From an optimization exercise on the open Yosys and OpenROAD flow, aimed at small area and a short achievable clock period; shortcuts taken in it are not production practice.
Only simulation tests tie the RTL to the original design; equivalence was not proved.
The flow treats the clock pin as an ideal source, which a real chip does not have.
No activity file was given, so power comes from the tool's default toggle rates.

**flow/design.v**
```verilog
package cpu8_pkg;
  typedef enum logic [3:0] {
    OP_NOP = 4'h0,
    OP_LDO = 4'h1,
    OP_LDA = 4'h2,
    OP_LDR = 4'h3,
    OP_PRE = 4'h4,
    OP_STO = 4'h5,
    OP_ADD = 4'h6,
    OP_SHL = 4'h7,
    OP_SHR = 4'h8,
    OP_SUB = 4'h9,
    OP_AND = 4'hA,
    OP_OR  = 4'hB,
    OP_JMP = 4'hC,
    OP_JZ  = 4'hD,
    OP_OUT = 4'hE,
    OP_HLT = 4'hF
  } opcode_e;
  typedef enum logic [2:0] {
    ST_IDLE   = 3'd0,
    ST_FETCH  = 3'd1,
    ST_DECODE = 3'd2,
    ST_OPND   = 3'd3,
    ST_EXEC   = 3'd4,
    ST_MEM    = 3'd5,
    ST_WBACK  = 3'd6,
    ST_HALT   = 3'd7
  } ctrl_state_e;
  localparam logic [1:0] FETCH_NONE = 2'b00;
  localparam logic [1:0] FETCH_BYTE = 2'b01;
  localparam logic [1:0] FETCH_OPND = 2'b10;
  localparam int ERR_RW_BOTH = 0;   
  localparam int ERR_DUAL_RD = 1;   
  localparam int ERR_WR_PC   = 2;   
endpackage
module ram_array #(
  parameter int DW = 8
) (
  input  logic          clk,
  input  logic          we,
  input  logic          re,
  input  logic [15:0]   hi,
  input  logic [15:0]   lo,
  input  logic [DW-1:0] wdata,
  output logic [DW-1:0] rdn0,
  output logic [DW-1:0] rdn1
);
  logic [DW-1:0] wdata_g;
  assign wdata_g = wdata & {DW{we}};
  logic [DW-1:0] row_q [32];
  for (genvar i = 0; i < 16; i++) begin : g_row
    logic [15:0] wl, load, hold;
    for (genvar j = 0; j < 16; j++) begin : g_wl
      ram_and2 u_wl (.a(hi[i]), .b(lo[j]), .y(wl[j]));
    end
    assign load = wl;
    assign hold = ~(wl & {16{we}});
    ram_row #(.DW(DW)) u_row (
      .clk   (clk),
      .wl    (wl),
      .load  (load),
      .hold  (hold),
      .wdata (wdata_g),
      .rq0   (row_q[2*i]),
      .rq1   (row_q[2*i+1])
    );
  end
  for (genvar b = 0; b < DW; b++) begin : g_bit
    for (genvar h = 0; h < 2; h++) begin : g_half
      logic [7:0] n1;
      logic [1:0] a2;
      for (genvar m = 0; m < 8; m++) begin : g_n1
        ram_nor2 u_g (.a(row_q[16*h+2*m][b]), .b(row_q[16*h+2*m+1][b]), .y(n1[m]));
      end
      ram_nand4 u_a0 (.a(n1[0]), .b(n1[1]), .c(n1[2]), .d(n1[3]), .y(a2[0]));
      ram_nand4 u_a1 (.a(n1[4]), .b(n1[5]), .c(n1[6]), .d(n1[7]), .y(a2[1]));
      if (h == 0) begin : g_o0
        ram_oai21 u_o (.a1(a2[0]), .a2(a2[1]), .b(re), .y(rdn0[b]));
      end else begin : g_o1
        ram_oai21 u_o (.a1(a2[0]), .a2(a2[1]), .b(re), .y(rdn1[b]));
      end
    end
  end
endmodule
module ram_row #(
  parameter int DW = 8
) (
  input  logic          clk,
  input  logic [15:0]   wl,
  input  logic [15:0]   load,
  input  logic [15:0]   hold,
  input  logic [DW-1:0] wdata,
  output logic [DW-1:0] rq0,
  output logic [DW-1:0] rq1
);
  logic [DW-1:0] q [16];
  for (genvar j = 0; j < 16; j++) begin : g_word
    always_ff @(posedge clk) begin
      q[j] <= (q[j] & {DW{hold[j]}}) | (wdata & {DW{load[j]}});
    end
  end
  for (genvar b = 0; b < DW; b++) begin : g_bit
    for (genvar h = 0; h < 2; h++) begin : g_half
      logic [2:0] p;
      ram_aoi222 u_g0 (
        .a1 (q[8*h+0][b]), .a2 (wl[8*h+0]),
        .b1 (q[8*h+1][b]), .b2 (wl[8*h+1]),
        .c1 (q[8*h+2][b]), .c2 (wl[8*h+2]),
        .y  (p[0])
      );
      ram_aoi222 u_g1 (
        .a1 (q[8*h+3][b]), .a2 (wl[8*h+3]),
        .b1 (q[8*h+4][b]), .b2 (wl[8*h+4]),
        .c1 (q[8*h+5][b]), .c2 (wl[8*h+5]),
        .y  (p[1])
      );
      ram_aoi22 u_g2 (
        .a1 (q[8*h+6][b]), .a2 (wl[8*h+6]),
        .b1 (q[8*h+7][b]), .b2 (wl[8*h+7]),
        .y  (p[2])
      );
      if (h == 0) begin : g_r0
        ram_nand3 u_r (.a(p[0]), .b(p[1]), .c(p[2]), .y(rq0[b]));
      end else begin : g_r1
        ram_nand3 u_r (.a(p[0]), .b(p[1]), .c(p[2]), .y(rq1[b]));
      end
    end
  end
endmodule
module ram_aoi22 (
  input  logic a1, a2, b1, b2,
  output logic y
);
  assign y = ~((a1 & a2) | (b1 & b2));
endmodule
module ram_aoi222 (
  input  logic a1, a2, b1, b2, c1, c2,
  output logic y
);
  assign y = ~((a1 & a2) | (b1 & b2) | (c1 & c2));
endmodule
module ram_nand3 (
  input  logic a, b, c,
  output logic y
);
  assign y = ~(a & b & c);
endmodule
module ram_nand4 (
  input  logic a, b, c, d,
  output logic y
);
  assign y = ~(a & b & c & d);
endmodule
module ram_and2 (
  input  logic a, b,
  output logic y
);
  assign y = a & b;
endmodule
module ram_oai21 (
  input  logic a1, a2, b,
  output logic y
);
  assign y = ~((a1 | a2) & b);
endmodule
module ram_nor2 (
  input  logic a, b,
  output logic y
);
  assign y = ~(a | b);
endmodule
module mem_responder #(
  parameter int AW = 8,
  parameter int DW = 8
) (
  input  logic          clk,
  input  logic          rst,
  input  logic          rom_ena,
  input  logic          rom_read,
  input  logic          ram_ena,
  input  logic          ram_read,
  input  logic          ram_write,
  input  logic          ad_sel,
  input  logic          PC_en,
  input  logic          pc_in,
  input  logic [1:0]    fetch,
  input  logic [DW-1:0] rom_data,
  input  logic [DW-1:0] wr_data,
  input  logic          err_clr,
  output logic [AW-1:0] rom_addr,
  output logic [3:0]    ins,
  output logic [AW-1:0] pc,
  output logic [DW-1:0] rd_data,
  output logic          rd_valid,
  output logic [2:0]    err
);
  logic          rom_rd, ram_rd, ram_wr;
  logic          ir_load, opnd_load, rom_data_load, ram_data_load;
  logic          ram_we;
  logic [2:0]    err_new;
  logic [3:0]    ir;
  logic [AW-1:0] opnd;
  logic [DW-1:0] ram_rdn0, ram_rdn1;
  logic [15:0]   opnd_lo, opnd_hi;
  assign rom_rd = rom_ena & rom_read;
  assign ram_rd = ram_ena & ram_read;
  assign ram_wr = ram_ena & ram_write;
  assign ir_load       = (fetch == cpu8_pkg::FETCH_BYTE) & rom_rd & ~ad_sel & ~pc_in;
  assign opnd_load     = (fetch == cpu8_pkg::FETCH_OPND) & rom_rd;
  assign rom_data_load = (fetch == cpu8_pkg::FETCH_BYTE) & ad_sel & rom_rd;
  assign ram_data_load = ram_rd & ~rom_rd;
  assign ram_we = ram_wr & ad_sel & ~ram_read & rst;
  always_comb begin
    err_new              = '0;
    err_new[cpu8_pkg::ERR_RW_BOTH] = ram_ena & ram_read & ram_write;
    err_new[cpu8_pkg::ERR_DUAL_RD] = rom_rd & ram_rd;
    err_new[cpu8_pkg::ERR_WR_PC]   = ram_wr & ~ad_sel;
  end
  logic [AW-1:0] ra_o, ra_p;
  logic          ad_sel_n;
  assign ad_sel_n = ~ad_sel;
  for (genvar b = 0; b < AW; b++) begin : g_ra
    mr_nand2 u_o (.a(ad_sel),   .b(opnd[b]), .y(ra_o[b]));
    mr_nand2 u_p (.a(ad_sel_n), .b(pc_a[b]), .y(ra_p[b]));
    mr_nand2 u_y (.a(ra_o[b]),  .b(ra_p[b]), .y(rom_addr[b]));
  end
  assign ins = ir;
  logic [AW-1:0] pc_next, pc_a;
  always_comb begin
    pc_next = pc;
    if (PC_en && pc_in && rom_rd) pc_next = rom_data[AW-1:0];
    else if (PC_en && !pc_in)     pc_next = pc + AW'(1);
  end
  mr_reg8 u_pc  (.clk(clk), .rst(rst), .d(pc_next), .q(pc));
  mr_reg8 u_pca (.clk(clk), .rst(rst), .d(pc_next), .q(pc_a));
  ram_array #(.DW(DW)) u_ram (
    .clk   (clk),
    .we    (ram_we),
    .re    (ram_data_load),
    .hi    (opnd_hi),
    .lo    (opnd_lo),
    .wdata (wr_data),
    .rdn0  (ram_rdn0),
    .rdn1  (ram_rdn1)
  );
  mr_onehot u_lo  (.clk(clk), .rst(rst), .ld(opnd_load), .nib(rom_data[3:0]), .q(opnd_lo));
  mr_onehot u_hi  (.clk(clk), .rst(rst), .ld(opnd_load), .nib(rom_data[7:4]), .q(opnd_hi));
  logic [DW-1:0] rd_keep;
  assign rd_keep = rom_data_load ? rom_data : (ram_data_load ? '0 : rd_data);
  always_ff @(posedge clk or negedge rst) begin
    if (!rst) begin
      ir       <= cpu8_pkg::OP_NOP;
      opnd     <= '0;
      rd_data  <= '0;
      rd_valid <= 1'b0;
      err      <= '0;
    end else begin
      if (ir_load)   ir   <= rom_data[DW-1:DW-4];
      if (opnd_load) opnd <= rom_data[AW-1:0];
      rd_data <= rd_keep | ~(ram_rdn0 & ram_rdn1);
      rd_valid <= rom_data_load | ram_data_load;
      err <= (err & ~{3{err_clr}}) | err_new;
    end
  end
endmodule
module mr_onehot (
  input  logic        clk,
  input  logic        rst,
  input  logic        ld,
  input  logic [3:0]  nib,
  output logic [15:0] q
);
  logic [15:0] r;
  always_ff @(posedge clk or negedge rst) begin
    if (!rst)    r <= '0;
    else if (ld) r <= (16'd1 << nib) ^ 16'd1;
  end
  assign q = r ^ 16'd1;
endmodule
module mr_reg8 (
  input  logic       clk,
  input  logic       rst,
  input  logic [7:0] d,
  output logic [7:0] q
);
  always_ff @(posedge clk or negedge rst) begin
    if (!rst) q <= '0;
    else      q <= d;
  end
endmodule
module mr_nand2 (
  input  logic a, b,
  output logic y
);
  assign y = ~(a & b);
endmodule
```
**flow/flow/run.sh**
```bash
#!/bin/bash
# Layout flow: the standard ORFS flow (standard.sh, unchanged synthesis)
# with these changes:
#  - repair may swap a cell for one of another footprint (MATCH_CELL_FOOTPRINT=0),
#  - ports are buffered with buf_4 instead of the resizer's default pick,
#  - CTS uses clkbuf_16 only, clusters of up to 30 sinks within 80 um, and
#    no dummy loads,
#  - after floorplan, combinational cells that synthesis upsized against its
#    own load model are set back to drive 1 (post_fp.tcl); placement and
#    timing repair upsize them again where the placed loads need it,
#  - after CTS, the predecoded RAM address registers get their clock from
#    their own buffers driven by the clock port, a useful skew for the
#    RAM's internal read and write paths (post_cts.tcl), followed by
#    another timing repair,
#  - the resizer may not use the low-power clock inverters (clkinvlp) as
#    data-path inverters in any step that repairs (dont_use.tcl).
# make's full output goes to flow_make.log; ORFS's per-step logs stay under
# orfs/logs/.
set -euo pipefail
W=$(cd "$(dirname "$0")/.." && pwd)
cd "$W"
bash standard.sh \
  MATCH_CELL_FOOTPRINT=0 \
  "BUFFER_PORTS_ARGS=-buffer_cell sky130_fd_sc_hd__buf_4" \
  POST_FLOORPLAN_TCL="$W/flow/post_fp.tcl" \
  POST_CTS_TCL="$W/flow/post_cts.tcl" \
  PRE_GLOBAL_PLACE_TCL="$W/flow/dont_use.tcl" \
  PRE_RESIZE_TCL="$W/flow/dont_use.tcl" \
  PRE_CTS_TCL="$W/flow/dont_use.tcl" \
  PRE_GLOBAL_ROUTE_TCL="$W/flow/dont_use.tcl" \
  "CTS_ARGS=-sink_clustering_enable -repair_clock_nets -sink_clustering_size 30 -sink_clustering_max_diameter 80 -buf_list sky130_fd_sc_hd__clkbuf_16 -dont_use_dummy_load" \
  finish > "$W/flow_make.log" 2>&1
```
**flow/flow/dont_use.tcl**
```tcl
# Keep the resizer off the low-power clock inverters: as data-path
# inverters they are slow, and repair tends to pick them.
set_dont_use [get_lib_cells */sky130_fd_sc_hd__clkinvlp_*]
```
**flow/flow/post_cts.tcl**
```tcl
source [file join [file dirname [info script]] dont_use.tcl]
# Useful skew for the RAM's read and write paths: the predecoded address
# registers (u_lo, u_hi) launch every path into the RAM words and
# the read data register, and feed nothing else; their own inputs come from
# input ports. Each group gets its own clkbuf_16 driven straight from the
# clock port (which then feeds 3 cells: the tree's root buffer and these
# two), so their clock arrives two buffer levels earlier than the rest.
# Then placement is legalized and timing repaired again.
set block [ord::get_db_block]
set root_net [$block findNet clk]
if {$root_net eq "NULL" || $root_net eq ""} { error "post_cts: clock port net not found" }
set master [[ord::get_db] findMaster sky130_fd_sc_hd__clkbuf_16]
foreach grp {u_lo u_hi} {
  set flops {}
  foreach inst [$block getInsts] {
    if {[string match "${grp}.r*" [$inst getName]] && [[$inst getMaster] isSequential]} {
      lappend flops $inst
    }
  }
  if {[llength $flops] == 0} { error "post_cts: no registers in $grp" }
  set sx 0; set sy 0
  foreach f $flops { set bb [$f getBBox]; set sx [expr {$sx + [$bb xMin]}]; set sy [expr {$sy + [$bb yMin]}] }
  set cx [expr {int($sx / [llength $flops])}]
  set cy [expr {int($sy / [llength $flops])}]
  set buf [odb::dbInst_create $block $master "clkbuf_early_${grp}"]
  set net [odb::dbNet_create $block "clknet_early_${grp}"]
  $net setSigType CLOCK
  [$buf findITerm A] connect $root_net
  [$buf findITerm X] connect $net
  foreach it [$buf getITerms] {
    if {[[$it getMTerm] getSigType] eq "POWER"} { $it connect [$block findNet VDD] }
    if {[[$it getMTerm] getSigType] eq "GROUND"} { $it connect [$block findNet VSS] }
  }
  foreach f $flops {
    set it [$f findITerm CLK]
    $it disconnect
    $it connect $net
  }
  $buf setLocation $cx $cy
  $buf setPlacementStatus PLACED
  puts "post_cts: [llength $flops] registers of $grp on clknet_early_${grp}"
}
detailed_placement
estimate_parasitics -placement
repair_timing_helper
detailed_placement
check_placement -verbose
```
**flow/flow/post_fp.tcl**
```tcl
# Downsize combinational cells that synthesis upsized against its own load
# model; placement-time repair upsizes again wherever real loads need it.
set n 0
foreach inst [get_cells *] {
  set m [get_property $inst ref_name]
  if {![regexp {^(sky130_fd_sc_hd__)([a-z0-9]+)_([0-9]+)$} $m -> pfx fam drv]} { continue }
  if {$drv <= 1} { continue }
  if {[regexp {^(df|edf|sdf|dl|buf|clkbuf|clkinv|inv|tap|fill|decap|conb|clkdly|dlygate|dlymetal)} $fam]} { continue }
  set new "${pfx}${fam}_1"
  if {[llength [get_lib_cells -quiet */$new]] == 0} { continue }
  replace_cell $inst [lindex [get_lib_cells */$new] 0]
  incr n
}
puts "post_fp: downsized $n cells"
```
**flow/standard.sh**
```bash
#!/bin/bash
# synth_recipe.tcl (not shown) runs the flow's synth.tcl, then flattens the netlist and writes it again
# the make line also repeats each setting of config.mk as NAME=value (left out here)
make -C /OpenROAD-flow-scripts/flow DESIGN_CONFIG=/design/flow/config.mk WORK_HOME=/design/flow/orfs CLKGATE_MAP_FILE= SYNTH_SCRIPT=/design/flow/synth_recipe.tcl "${@:-finish}"
```
**flow/config.mk**
```make
export PLATFORM = sky130hd
export DESIGN_NAME = mem_responder
export DESIGN_NICKNAME = mem_responder
export VERILOG_FILES = /design/flow/design.v
export SDC_FILE = /design/flow/constraint.sdc
export NUM_CORES = 4
export LEC_CHECK = 0
export CAP_MARGIN = 20
export CORE_MARGIN = 2
export CORE_UTILIZATION = 68
export PLACE_DENSITY = 0.78
export SETUP_SLACK_MARGIN = 2.6
export SLEW_MARGIN = 20
export SYNTH_HIERARCHICAL = 1
export TNS_END_PERCENT = 100
```
**flow/constraint.sdc**
```tcl
create_clock -name core_clock -period 5.0 [get_ports {clk}]
set_input_delay 1.0000 -clock core_clock [delete_from_list [all_inputs] [get_ports {clk}]]
set_output_delay 1.0000 -clock core_clock [all_outputs]
set_load 0.01 [all_outputs]
```
==> results of run 1 <==
through the flow:
step,power (mW),utilization
floorplan,18.2,-
global placement,18.6,0.652
detailed placement,18.6,0.652
global route,27.3,0.684
finish,26.6,0.685
path summary, 6_finish.rpt:
kind	startpoint	cells after the start	to
min in group asynchronous	rst	2	err[1]
max reg2reg	u_lo.r[6]	8	rd_data[1]
max	ad_sel	5	rom_addr[6]
min reg2reg	u_lo.r[4]	2	u_ram.g_row[3].u_row.q[4][4]
min	u_lo.r[4]	2	u_ram.g_row[3].u_row.q[4][4]
max in group asynchronous	rst	2	u_lo.r[13]
layer usage:
metal	up-vias	routed length, um
li1	26271	-
met1	29915	94000
met2	3231	96200
met3	414	22700
met4	8	7660
met5	-	59
flip-flops by register name, indices dropped and copies added, names as in the netlist:
register / count
err: 3
ir: 4
opnd: 8
rd_data: 8
rd_valid: 1
u_hi.r: 16
u_lo.r: 16
u_pc.q: 8
u_pca.q: 8
u_ram.g_row.u_row.q: 2048
synth_stat cells (all sizes together) (3+ instances only):
cell	n
nor2	144
o21ai	29
mux2i	3
a21oi	3
a22o	2048
dfxtp	2048
a41o	12
nor2b	33
a31o	16
a31oi	7
inv	11
o2111ai	8
nand4	36
a22oi	256
and2	266
buf	707
or3	4
mux2	12
nand3	266
nand2	286
clkbuf	131
a222oi	512
and2b	4
dfrtp	72
power breakdown:
group | switching (mW) | internal (mW) | total, mW
combinational | 0.588 | 0.396 | 0.984
clock | 5.03 | 3.14 | 8.17
sequential | 0.252 | 17.2 | 17.4
total | 5.87 | 20.7 | 26.6
cells by family after synthesis:
kind of cell / Yosys count / share of synthesized area
AO/OA/AOI/OAI: 2894 / 0.332
flip-flops: 2120 / 0.530
AND/OR/NAND/NOR: 1046 / 0.0641
buffers and inverters: 849 / 0.0714
multiplexers: 15 / 0.00205
XOR/XNOR: 2 / 0.000217
adder cells (fa/ha/maj): 1 / 0.000155
area by class of cell, clock buffers not listed:
type / count / area (um^2)
plain buffers: 2 / 50.0
inverters: 11 / 80.1
multi-input cells: 3970 / 31500
repair buffers: 188 / 2150
flip-flops and latches: 2120 / 42900
well taps: 1536 / 1920
diodes: 15 / 37.5
fillers: 8700 / 37200
modules after synthesis (local to each module, per instance), excerpt:
module | area, um^2 | cells inside
mr_reg8 | 200 | 8
mem_responder | 1260 | 126
ram_oai21 | 5.00 | 1
ram_and2 | 6.26 | 1
ram_nand3 | 5.00 | 1
mr_nand2 | 3.75 | 1
ram_nand4 | 6.26 | 1
ram_aoi22 | 12.5 | 1
mr_onehot | 833 | 74
ram_nor2 | 3.75 | 1
ram_aoi222 | 10.0 | 1
layout by cell type, fill, tap and decap left out, types with 10 or more instances in the layout:
| cell type | instances |
|---|---|
| nand3_1 | 266 |
| dfrtp_1 | 38 |
| nor2_2 | 38 |
| dfrtp_2 | 26 |
| a222oi_1 | 512 |
| dfxtp_1 | 2048 |
| a41o_1 | 12 |
| and2_4 | 59 |
| o21ai_2 | 10 |
| buf_6 | 19 |
| a31o_1 | 16 |
| nand4_1 | 36 |
| nor2_1 | 100 |
| nand2_2 | 11 |
| o21ai_0 | 13 |
| and2_1 | 133 |
| and2_2 | 86 |
| a22o_1 | 2048 |
| diode_2 | 15 |
| nor2b_1 | 33 |
| clkbuf_16 | 92 |
| a22oi_1 | 254 |
| nand2_1 | 266 |
| buf_12 | 35 |
| mux2_1 | 12 |
| buf_4 | 120 |
worst reg2reg max path, delay by kind of cell, from the launching register on:
family | cells | cell delay, ns
and+or+nand+nor | 4 | 1.10
DFF | 1 | 0.51
buffers and inverters | 1 | 0.26
AOI/OAI and AO/OA | 3 | 0.86
==> results.txt, run 1 <==
- The flow ran to the end and the layout has no timing, DRC or antenna violations.
- At the end of routability-driven placement, the weighted congestion stood at 0.921.
- The count of TritonRoute iterations in the first routing pass is 13.
- After routing the design area is 0.0807 mm^2.
- In this run the tool buffered the top-level ports with 60 buffer cells.
- The buffering stage count on the worst path with inverters included is 3.
- The TritonCTS clock tree is built.
- The kind of cell with the highest combined delay along the critical path is buffers and inverters.
- The dominant cell type by count on the critical path is nand2_4.
- Of all nets on the critical path, the largest fanout is 8.
- CTS saw 2120 sinks.
- The average routed wire per standard cell is approximately 28 um.
- The core region is 0.118 mm^2.
- Ranked by total cell area, the synthesized netlist is headed by dfxtp_1, a22o_1, a222oi_1.
- Including well taps, the total number of placed cells is 7745.
- The detailed router finished its first iteration with between 10000 and 15000 violations.
- For this run, the post-layout net count is approximately 6400.
- Counting every net in the synthesized netlist gives 6957.
- In this run the cell area measured after placement is about 0.077 mm^2.
- In the synthesized netlist the async set-or-reset flop fraction comes to 0.0340.
- Based on the critical path, the design can be clocked at up to 407 MHz.
- The part of the Yosys area used for sequential elements is 0.530.
- A synthesized cell averages 11.7 um^2.
- The kind of launch point of the worst setup path is a primary input.
- The number of primary I/O pins is just over 60.
- In this run the cell area of the synthesized design comes to around 0.08 mm^2.
- The non-filler instance count after layout is between 7000 and 8000.
- The critical path is of the in2out type.
- The reported leakage power is slightly above 30 nW.
- The path category of the worst min-delay check is reg2reg.
- Walking the worst path, the cells encountered are buf_16 > clkinv_16 > nand2_4 > nand2_4 > buf_6.
- The count of cell types in the netlist is 42.
- The final worst-path setup slack is 2.54 ns.
- The delay of the slowest cell on the worst path is 0.12 ns.
- At the placement stage, the worst setup path has a slack of 1.27 ns.
- The peak ir drop on the vdd network is around 330 uV.
- The global-route wire length before repair is 332000 um.
- Adding up every negative setup slack in the final design gives 0 ns.
- Counting every instance in the synthesized netlist gives 6927.
- The max-slew violation count is 0.
- The required arrival time at the worst endpoint is 4.00 ns.
- The initialized floorplan defines 126 standard-cell rows.
- After synthesis the netlist holds a flip-flop and latch count of between 2000 and 2500.
- The floorplan die height is 349 um.
- The area growth from synthesis to layout is -0.0279%.
- The time the final worst path needs with I/O delays and setup is 2.46 ns.
- The most instantiated flip-flop cell in the synthesis netlist is dfxtp_1.
- For this run, global-route usage on met1 was measured as 0.510.
- After clock tree synthesis, the clock-pin slew on the worst setup and hold paths is approximately 0.11 ns.
- The global routing stage identified its most utilized layer as met2.
- Data on the critical path arrives at its endpoint at 1.46 ns.
- In the routed design, unresolved DRC markers number 0.
- The count of endpoints failing hold in the final timing report was 0.
- Counting flops with a built-in enable in the synthesized netlist gives 0.
- STA classifies the critical path endpoint as an output port.
- In the global route stage, met2 resource usage came out at 0.511.
- The power per cell area is 329 mW/mm^2.
- The Yosys step of the flow raised 14 warnings.
- Dividing the final minimum period by the clock period gives 0.491.
- Setup repair after global routing could not meet its margin everywhere.
- Setup slack on the worst reg-to-reg path comes out at 2.69 ns.
- The vias after detailed routing is 59839.
- For this configuration, the core starts out at a cell density of 0.685.
- The antenna violation net count after detailed routing is 0.
- The die extent in x is 349 um.
- The share of the synthesized area in the top cell type is 0.508.
- The placed wire-length estimate is about 130000 um.
- The die covers 0.122 mm^2.
- In the routed layout, each cell is associated on average with a via count of roughly 7.5.
- For the pin with the worst max-slew slack, the measured transition is 1.00 ns.
- The clock latency on the worst-skew pair is about 0.73 ns.
- The number of global-route vias before repair was 54122.
- In the final layout, the share of cells above drive strength 1 is 0.0838.
- The maximum number of pins on one net before global-route repair is 105.
- The leading area contributor after synthesis is dfxtp_1.
- The cell with the largest stage delay on the worst path is buf_16.
- Max-cap violations in this run came to 0.
- The headroom to the max-slew limit is 0.333.
- The post-detailed-routing wire length is 221000 um.
- The overall overflow remaining after global route is 0.
- Final hold analysis gives a worst-case slack of 0.424 ns.
- The global router's overall resource usage is 0.345.
- Setup violations remaining at the end of the flow were counted as 0.
- The number of antenna violations at the first check in global routing is 17.
- The met3 usage in global routing is 0.0570.
- The clock arrives with 0.585 ns of skew.
==> run 2, diff against run 1 <==
--- a/flow/config.mk
+++ b/flow/config.mk
@@ -10,6 +10,6 @@
 export CORE_UTILIZATION = 68
 export PLACE_DENSITY = 0.78
-export SETUP_SLACK_MARGIN = 2.6
+export SETUP_SLACK_MARGIN = 2.65
 export SLEW_MARGIN = 20
 export SYNTH_HIERARCHICAL = 1
-export TNS_END_PERCENT = 100
+export TNS_END_PERCENT = 0
==> run 2 against run 1 <==
Against the previous run:
- final area fell by 0.46%
- hold slack got worse by 0.14 ns
- clock power barely moved
- sequential cell count did not move
- global-route usage barely moved
- largest power group unchanged
- critical path depth did not move
- maximum frequency rose by 0.79%
- synthesized area did not move
- via count fell by 0.40%
- register-to-register slack barely moved
==> results.txt, run 2 <==
- The launch point of the worst reg-to-reg path is u_lo.r[1].
- The setup violation total in the final timing report is 0.
- The post-detailed-routing wire length is around 220000 um.
- The clock-pin slew on the worst setup and hold paths is 0.11 ns.
- IR analysis of the VDD net gives a maximum drop of 306 uV.
- The post-synthesis xor/xnor area fraction is 0.000217.
- The standard-cell row count is between 100 and 150.
- The buffering stage count on the worst path with inverters included is 3.
- The launch point of the critical path is ad_sel.
- The number of flip-flops in the largest register is about 2000.
- The fraction of the mapped netlist area in compound gates is 0.332.
- The routability congestion estimate from global placement is roughly 0.90.
- The worst min-delay path startpoint is u_lo.r[11].
- The met1 track utilization from global routing is 0.517.
- The adder and majority cell fraction of the synthesized area is 0.000155.
- The final critical-path share of the clock period is 0.488.
- The Yosys step of the flow raised 14 warnings.
- The met3 usage in global routing is 0.0582.
- Synthesis instantiated 42 different standard cells from the library.
- The full die area is 0.122 mm^2.
- The synthesized instance count is 6927.
- The number of maximum-capacitance constraint violations is 0.
- STA puts the critical path data required time at 4.00 ns.
- From synthesis to final layout, the design area changed by -0.488%.
- The largest individual stage delay along the critical path comes from the cell buf_16.
- The vias after detailed routing is just under 60000.
- The final worst-path setup slack is 2.56 ns.
- After legalization and detailed placement, the total HPWL measured approximately 130000 um.
- The time the final worst path needs with I/O delays and setup is 2.44 ns.
- Registers take between 0.04 and 0.05 mm^2.
- At the placement stage, the worst setup path has a slack of 1.38 ns.
- The area taken by multi-input logic gates is 0.0314 mm^2.
- The transition time at the pin with the least slew margin is between 0.9 and 1 ns.
- The worst setup path is captured at an output port.
- The category of the critical setup timing path is in2out.
- The analysis attributes to cell leakage a power of 30.0 nW.
- Sorting the synthesized cells by how often they occur yields a22o_1, dfxtp_1, a222oi_1.
- The dominant combinational cell family by area after synthesis is compound AO/OA/AOI/OAI gates.
- The share of synthesized area in the top cell type comes to 0.508.
- The reg2reg setup slack is ~2.7 ns.
- The total number of cells along the worst setup path is 5.
- Of the synthesized area, sequential elements account for 0.530.
- Entering global routing, the biggest net connects between 100 and 150 pins.
- The most flop-heavy register is u_ram.g_row.u_row.q.
- The headroom to the max-slew limit is 0.341.
- The floorplan step defined a core boundary enclosing 0.118 mm^2.
- The later pin in the worst-skew pair is clocked with a latency of 0.73 ns.
- The number of global-route vias before repair is 53425.
- The max-slew violation count came to 0.
- In the global route stage, met2 resource usage came out at 0.506.
- Power spread over the standard cell area amounts to 330 mW/mm^2.
- The net count of the finished layout is ~6400.
- The remaining design rule violation count is 0.
- The count of nets left with antenna violations once routing finished came out at 0.
- The length in cells of the worst reg-to-reg path is 8.
- The first detailed-routing pass ran for 12 iterations.
- The count of buffers added on input and output ports is 60.
- Among the stages of the critical path, the cell type that occurs most often is nand2_2.
- In the layout the commonest cells are a22o_1, dfxtp_1, a222oi_1, nand2_1, nand3_1.
- The delay of the slowest cell on the worst path is between 0.1 and 0.15 ns.
- The kind of launch point of the worst setup path is a primary input.
- The starting density of the core is 0.685.
- The count of endpoints failing hold in the final timing report is 0.
- Derived from the worst setup path, the maximum achievable clock frequency is slightly above 400 MHz.
- The average routed wire per standard cell is around 28 um.
- The overall power of the completed layout is approximately 27 mW.
- The die extent in x is 349 um.
- The critical path ends at rom_addr[3].
- The layer flagged by global routing as most heavily used is met1.
- The global router's overall resource usage is 0.345.
- The run finished with no timing, DRC or antenna violations.
- In the post-synthesis netlist, the biggest area contributors are dfxtp_1, a22o_1, a222oi_1.
- Once layout is complete, the utilization of the core stands at 0.682.
- The worst hold path passes through 2 cells.
- The data arrival time of the critical path is 1.44 ns.
- The TritonCTS clock tree is built.
- The path category of the worst min-delay check is reg2reg.
- For this design the top-level I/O count stands at 61.
- The net count after synthesis is between 6000 and 7000.
- The first global-routing pass estimated 332000 um of wire.
- The per-cell via count in the routed design is 7.55.
- Of the cells placed in the final design, the portion with a size suffix greater than 1 is 0.0761.
- Each instance of the synthesized netlist takes up on average 11.7 um^2.
- The number of antenna violations at the first check in global routing is 14.
- dfxtp_1 takes more of the synthesized area than any other cell.
- The critical path goes through buf_16 > inv_16 > nand2_2 > nand2_2 > buf_6.
- The kind of cell adding the most delay to the critical path is buffers and inverters.
- After synthesis, the share of flip-flops with an asynchronous set or reset is 0.0340.
- The largest registers in the layout are u_ram.g_row.u_row.q x2048, u_hi.r x16, u_lo.r x16.
- The endpoint identified for the worst register-to-register timing path is rd_data[7].
- Clock skew on the completed layout was measured at just under 0.6 ns.
- Setup repair after global routing could not meet its margin everywhere.
- Global routing finished with a remaining overflow of 0.
- The total negative slack for setup checks is 0 ns.
- The filler cells instantiated in the layout total 8728.
- Of the total synthesized cell area, the portion taken by AND, OR, NAND and NOR gates is 0.0641.
- Counting flops with a built-in enable in the synthesized netlist gives 0.
- From bottom edge to top edge, the die measures around 350 um.
- The number of DRC markers in iteration 0 is 10612.
- The number of sinks on the clock net is ~2100.
- Of the post-synthesis cell area, the part taken by muxes is 0.00205.
- In this run the cell area of the synthesized design comes to about 0.08 mm^2.
- The largest driver fanout on the critical path is 8.
- The flip-flop and latch count after synthesis is 2120.
- The most used flip-flop cell after synthesis is dfxtp_1.
==> run 2: worst reg2reg max path: stages, from the launching register on <==
cell and delay, ns:
dfrtp_2 0.52, buf_4 0.32, and2_2 0.36, a222oi_1 0.28
nand3_1 0.13, nor2_1 0.28, nand4_1 0.38, o21ai_2 0.34
o2111ai_1 0.15
==> run 2: how the worst min path moves through the flow <==
stage | end | slack [ns]
floorplan | u_ram.g_row[0].u_row.q[3][7] | 0.44
finish | u_ram.g_row[9].u_row.q[11][6] | 0.28
global placement | u_ram.g_row[7].u_row.q[0][3] | 0.45
global route | u_ram.g_row[9].u_row.q[11][6] | 0.27
detailed placement | u_ram.g_row[15].u_row.q[3][4] | 0.45
==> run 2: Yosys stat by module (local to each module, per instance), excerpt <==
module,cells inside,copies in the design,flip-flops and latches
mr_reg8,8,2,8
mr_onehot,74,2,16
ram_nand4,1,32,0
ram_aoi222,1,512,0
ram_aoi22,1,256,0
mem_responder,126,1,24
mr_nand2,1,24,0
ram_oai21,1,16,0
==> run 2: layout make-up, clock buffers not listed <==
class                      instances  area share
inverter                          11    0.000810
sequential                      2120       0.533
antenna                           11    0.000343
tap                             1536      0.0239
multi-input combinational       3968       0.391
buffer                             2    0.000623
timing repair buffer             162      0.0237
==> run 2: kinds of logic after synthesis <==
kind of cell,count (synthesis)
buffers and inverters,849
AND/OR/NAND/NOR,1046
AO/OA/AOI/OAI,2894
adder cells (fa/ha/maj),1
XOR/XNOR,2
multiplexers,15
flip-flops,2120
==> run 2: power by group <==
group	internal (mW)	switching (mW)	leakage [nW]
Combinational	0.389	0.577	11.6
Sequential	17.2	0.247	17.4
Clock	3.14	5.04	1.07
==> run 2: per-layer routing <==
layer  up-vias  wire length, um
met5         -               69
met1     29695            95100
met3       375            22200
li1      26211                -
met2      3311            95900
met4        10             7180
==> run 2: per-stage QoR <==
step	cell area, um^2	hold WS [ns]	cells
finish	80400	0.284	7895
floorplan	80800	0.439	6927
detailed placement	77000	0.452	7749
global route	80300	0.272	7884
global placement	76900	0.451	7745
==> run 3, diff against run 2 <==
--- a/flow/design.v
+++ b/flow/design.v
@@ -47,6 +47,4 @@
   output logic [DW-1:0] rdn1
 );
-  logic [DW-1:0] wdata_g;
-  assign wdata_g = wdata & {DW{we}};
   logic [DW-1:0] row_q [32];
   for (genvar i = 0; i < 16; i++) begin : g_row
@@ -56,5 +54,11 @@
     end
     assign load = wl;
-    assign hold = ~(wl & {16{we}});
+    logic hiw;
+    ram_and2 u_hiw (.a(hi[i]), .b(we), .y(hiw));
+    assign hold = ~(lo & {16{hiw}});
+    logic [DW-1:0] wdata_g;
+    for (genvar b = 0; b < DW; b++) begin : g_wd
+      ram_and2 u_wd (.a(wdata[b]), .b(hiw), .y(wdata_g[b]));
+    end
     ram_row #(.DW(DW)) u_row (
       .clk   (clk),
--- a/flow/config.mk
+++ b/flow/config.mk
@@ -10,6 +10,6 @@
 export CORE_UTILIZATION = 68
 export PLACE_DENSITY = 0.78
-export SETUP_SLACK_MARGIN = 2.65
+export SETUP_SLACK_MARGIN = 2.6
 export SLEW_MARGIN = 20
 export SYNTH_HIERARCHICAL = 1
-export TNS_END_PERCENT = 0
+export TNS_END_PERCENT = 100
==> run 3 against run 2 <==
Against the previous run:
- critical path depth rose by 3
- critical path type is now reg2reg
- still clean on timing, DRC and antenna
- register-to-register slack worse by 0.20 ns
- die area increased by 1.8%
- synthesized cell count grew 2.5%
- largest power group unchanged
- routed wire length is 3.1% higher
- maximum frequency fell by 2.7%
- via count up 2.6%
- total power is 0.59% lower
- clock skew shrank 0.0052 ns
==> results.txt, run 3 <==
- The flow ran to the end and the layout has no timing, DRC or antenna violations.
- The most instantiated flip-flop cell in the synthesis netlist is dfxtp_1.
- The library cells used most frequently in the layout, excluding fill and tap cells, are a22o_1, dfxtp_1, a222oi_1, nand2_1, nand3_1.
- The floorplan die height is 352 um.
- The initial utilization of the core area, before any placement, comes to 0.685.
- The switching share of power is 0.223.
- The die extent in x is 352 um.
- The number of filler cells placed in the layout is 8822.
- Of the synthesized area, sequential elements account for 0.521.
- The antenna violation net count after detailed routing is 0.
- Cell internal power was estimated by the tool at 20.5 mW.
- The mapped netlist covers 0.0822 mm^2.
- The share of total power dissipated in sequential elements is 0.653.
- The required arrival time at the worst endpoint is 5.54 ns.
- The power per cell area is approximately 320 mW/mm^2.
- The reported leakage power is 30.7 nW.
- A synthesized cell averages 11.6 um^2.
- The largest registers in the layout are u_ram.g_row.u_row.q x2048, u_hi.r x16, u_lo.r x16.
- The tool flagged a number of max-cap violations equal to 0.
- The fmax is 399 MHz.
- The total overflow left after global routing is 0.
- The number of antenna violations at the first check in global routing was 14.
- The detailed router finished its first iteration with 11448 violations.
- The placed wire-length estimate is 136000 um.
- The TritonCTS clock tree is built.
- Setup violations remaining at the end of the flow were counted as 0.
- Across every metal layer, demand over resource in global routing totals 0.349.
- The number of sinks on the clock net is 2120.
- The worst setup path is captured at a flop.
- The per-cell via count in the routed design is 7.52.
- The average routed wire per standard cell is 28.0 um.
- Buffers placed on the I/O ports in this run total 60.
- The share of total power dissipated in combinational logic is 0.037.
- The clock reaches the later pin of the worst-skew pair after 0.73 ns.
- After synthesis, the cell types taking the most area are dfxtp_1, a22o_1, a222oi_1.
- The area taken by flip-flops and latches is 0.0429 mm^2.
- The instance area after placement is just under 0.08 mm^2.
- The number of flip-flops in the largest register is 2048.
- Clock skew on the completed layout was measured at roughly 0.58 ns.
- Across the VDD grid, the largest voltage drop is 314 uV.
- The headroom to the max-slew limit is 0.368.
- In the final design database the tool counted approximately 6500 nets.
- STA puts the critical path data arrival time at 3.04 ns.
- The post-detailed-routing wire length is about 230000 um.
- The max-slew violation count came to 0.
- The number of nets in the synthesized netlist is 7128.
- The final critical-path share of the clock period is 0.501.
- For this run, design rule violations remaining after detail routing come to 0.
- By count the netlist is led by a22o_1, dfxtp_1, a222oi_1.
- The path category of the worst min-delay check is reg2reg.
- The worst setup path is launched from a flop.
- For this run, the detailed router's first-pass iteration total came to 12.
- After technology mapping, the gate count stands at 7098.
- The multi-input combinational cells in the finished layout cover a total of approximately 0.033 mm^2.
- Clock-pin slew was measured on the worst setup and hold paths at 0.08 ns.
- The share of total power dissipated in the clock network is 0.310.
- The largest driver fanout on the critical path is 21.
- The flip-flop and latch count after synthesis is 2120.
- The critical path is of the reg2reg type.
- Setup repair after global routing could not meet its margin everywhere.
- The core footprint is 0.120 mm^2.
- The first global-routing pass estimated 337000 um of wire.
- The reg2reg setup slack is 2.49 ns.
- After routing, the total negative slack on setup checks comes to 0 ns.
- The count of endpoints failing hold in the final timing report came to 0.
- Of the post-synthesis cell area, the dominant cell type holds 0.499.
- At the pin with the least slew margin, the transition time is 0.948 ns.
- The number of global-route vias before repair is 55321.
- The fraction of layout cells with a size suffix above 1 is 0.106.
- The register with the most flip-flops in the final layout is u_ram.g_row.u_row.q.
- Summing over every cut layer, the via total after detailed routing is 61134.
- The time the final worst path needs with I/O delays and setup is 2.51 ns.
- The area growth from synthesis to layout is -0.400%.
- The floorplan has 127 rows.
- The count of cell types in the netlist is 44.
- In this run the count of I/O pins placed on the die edge is 61.
- The synthesized design contains 0 enable-type register cells.
- The total net switching power is a little under 6 mW.
- The leading area contributor after synthesis is dfxtp_1.
- The async set-or-reset flop fraction in the synthesized netlist is 0.0340.
- The final instance area is 0.0819 mm^2.
- The die covers 0.124 mm^2.
- Entering global routing, the biggest net connects 73 pins.
- Yosys printed 14 warnings.
- The routability congestion estimate from global placement is 0.906.
-- run 3: modules after synthesis, one instance, submodules excluded, excerpt --
| module | flops+latches | cells | times used |
|---|---|---|---|
| ram_nand3 | 0 | 1 | 256 |
| mr_onehot | 16 | 74 | 2 |
| ram_and2 | 0 | 1 | 400 |
| mr_nand2 | 0 | 1 | 24 |
| ram_aoi222 | 0 | 1 | 512 |
| ram_nand4 | 0 | 1 | 32 |
| ram_nor2 | 0 | 1 | 128 |
| mr_reg8 | 8 | 8 | 2 |
| mem_responder | 24 | 126 | 1 |
| ram_aoi22 | 0 | 1 | 256 |
| ram_oai21 | 0 | 1 | 16 |
-- run 3: metal layers --
| layer | routed length [um] | vias up | track usage |
|---|---|---|---|
| met2 | 96700 | 3557 | 0.498 |
| met3 | 26700 | 433 | 0.0770 |
| met1 | 96000 | 30520 | 0.514 |
| met5 | 32 | - | 0 |
| li1 | - | 26620 | - |
| met4 | 7840 | 4 | 0.133 |
-- run 3: critical path: stages, from the launching register on --
cell	delay, ns
dfrtp_4	0.63
buf_12	0.24
and2_1	0.35
a22oi_1	0.38
nand3_1	0.13
nor2_1	0.24
nand4_1	0.38
o21ai_2	0.36
o2111ai_1	0.15
-- run 3: final cells by class, clock buffers not listed --
type                    count  share of cell area
repair buffers            184              0.0240
diodes                     21            0.000642
flip-flops and latches   2120               0.524
well taps                1612              0.0246
plain buffers               2            0.000611
inverters                  11             0.00113
multi-input cells        4096               0.400
-- run 3: power groups by stage --
stage / logic [mW] / clock network (mW) / registers, mW
after global placement: 0.704 / 0 / 17.6
after detailed placement: 0.722 / 0 / 17.6
after global routing: 1.01 / 8.79 / 17.3
after floorplan: 0.424 / 0 / 17.5
final: 0.973 / 8.18 / 17.2
-- run 3: metrics by stage --
stage / total power, mW / util / hold slack, ns / setup slack, ns / cells
after floorplan: 17.9 / - / 0.439 / 2.47 / 7098
after global placement: 18.3 / 0.646 / 0.451 / 1.27 / 7934
after detailed placement: 18.4 / 0.646 / 0.452 / 1.24 / 7934
after global routing: 27.1 / 0.682 / 0.489 / 2.53 / 8114
final: 26.4 / 0.682 / 0.478 / 2.49 / 8130
-- run 3: kinds of logic after synthesis --
| kind of cell | after synthesis | synth area share |
|---|---|---|
| xor+xnor | 2 | 0.000213 |
| compound gates | 2894 | 0.326 |
| fa+ha+maj | 1 | 0.000152 |
| buf+inv | 884 | 0.0770 |
| flops | 2120 | 0.521 |
| mux | 15 | 0.00201 |
| simple gates | 1182 | 0.0736 |
-- run 3: final timing paths --
path | depth (start not counted) | to | start
max | 8 | rd_data[7] | u_lo.r[14]
min | 1 | u_ram.g_row[0].u_row.q[14][7] | u_ram.g_row[0].u_row.q[14][7]
max reg2reg | 8 | rd_data[7] | u_lo.r[14]
min reg2reg | 1 | u_ram.g_row[0].u_row.q[14][7] | u_ram.g_row[0].u_row.q[14][7]
max in group asynchronous | 2 | u_hi.r[15] | rst
min in group asynchronous | 2 | opnd[4] | rst

-- port drivers added, routing unchanged --
Ports are ideal in the flow. The routed layouts listed here were re-timed in OpenROAD.
Step 1 assumes that a clkbuf_16 drives the clock port and a buf_2 every other input.
Step 2, shift: input delay + t, output delay - t, t = (earliest + latest rising clock arrival at the registers) / 2. This alone moves slack from input paths to output paths.
Three values: no drivers, after step 1, after step 2; two values: the first two.
run | t (ns) | setup slack, ns | worst setup path at the end | latest minus earliest clock arrival (ns) | worst data-port slew with drivers (ns)
run 1 | 0.527 | 2.543 / 2.274 / 1.853 | input to register | 0.586 / 0.586 | 0.29
run 2 | 0.539 | 2.562 / 2.326 / 1.896 | input to register | 0.590 / 0.590 | 0.28
run 3 | 0.549 | 2.494 / 2.341 / 2.023 | input to register | 0.585 / 0.585 | 0.21
In every run listed the clock reaches the registers at very different times; t lies between them, and the last value is a rough guide only. The setup slack of run 1, which loses most, moves by -0.269 ns with the drivers and by -0.690 ns with both steps.
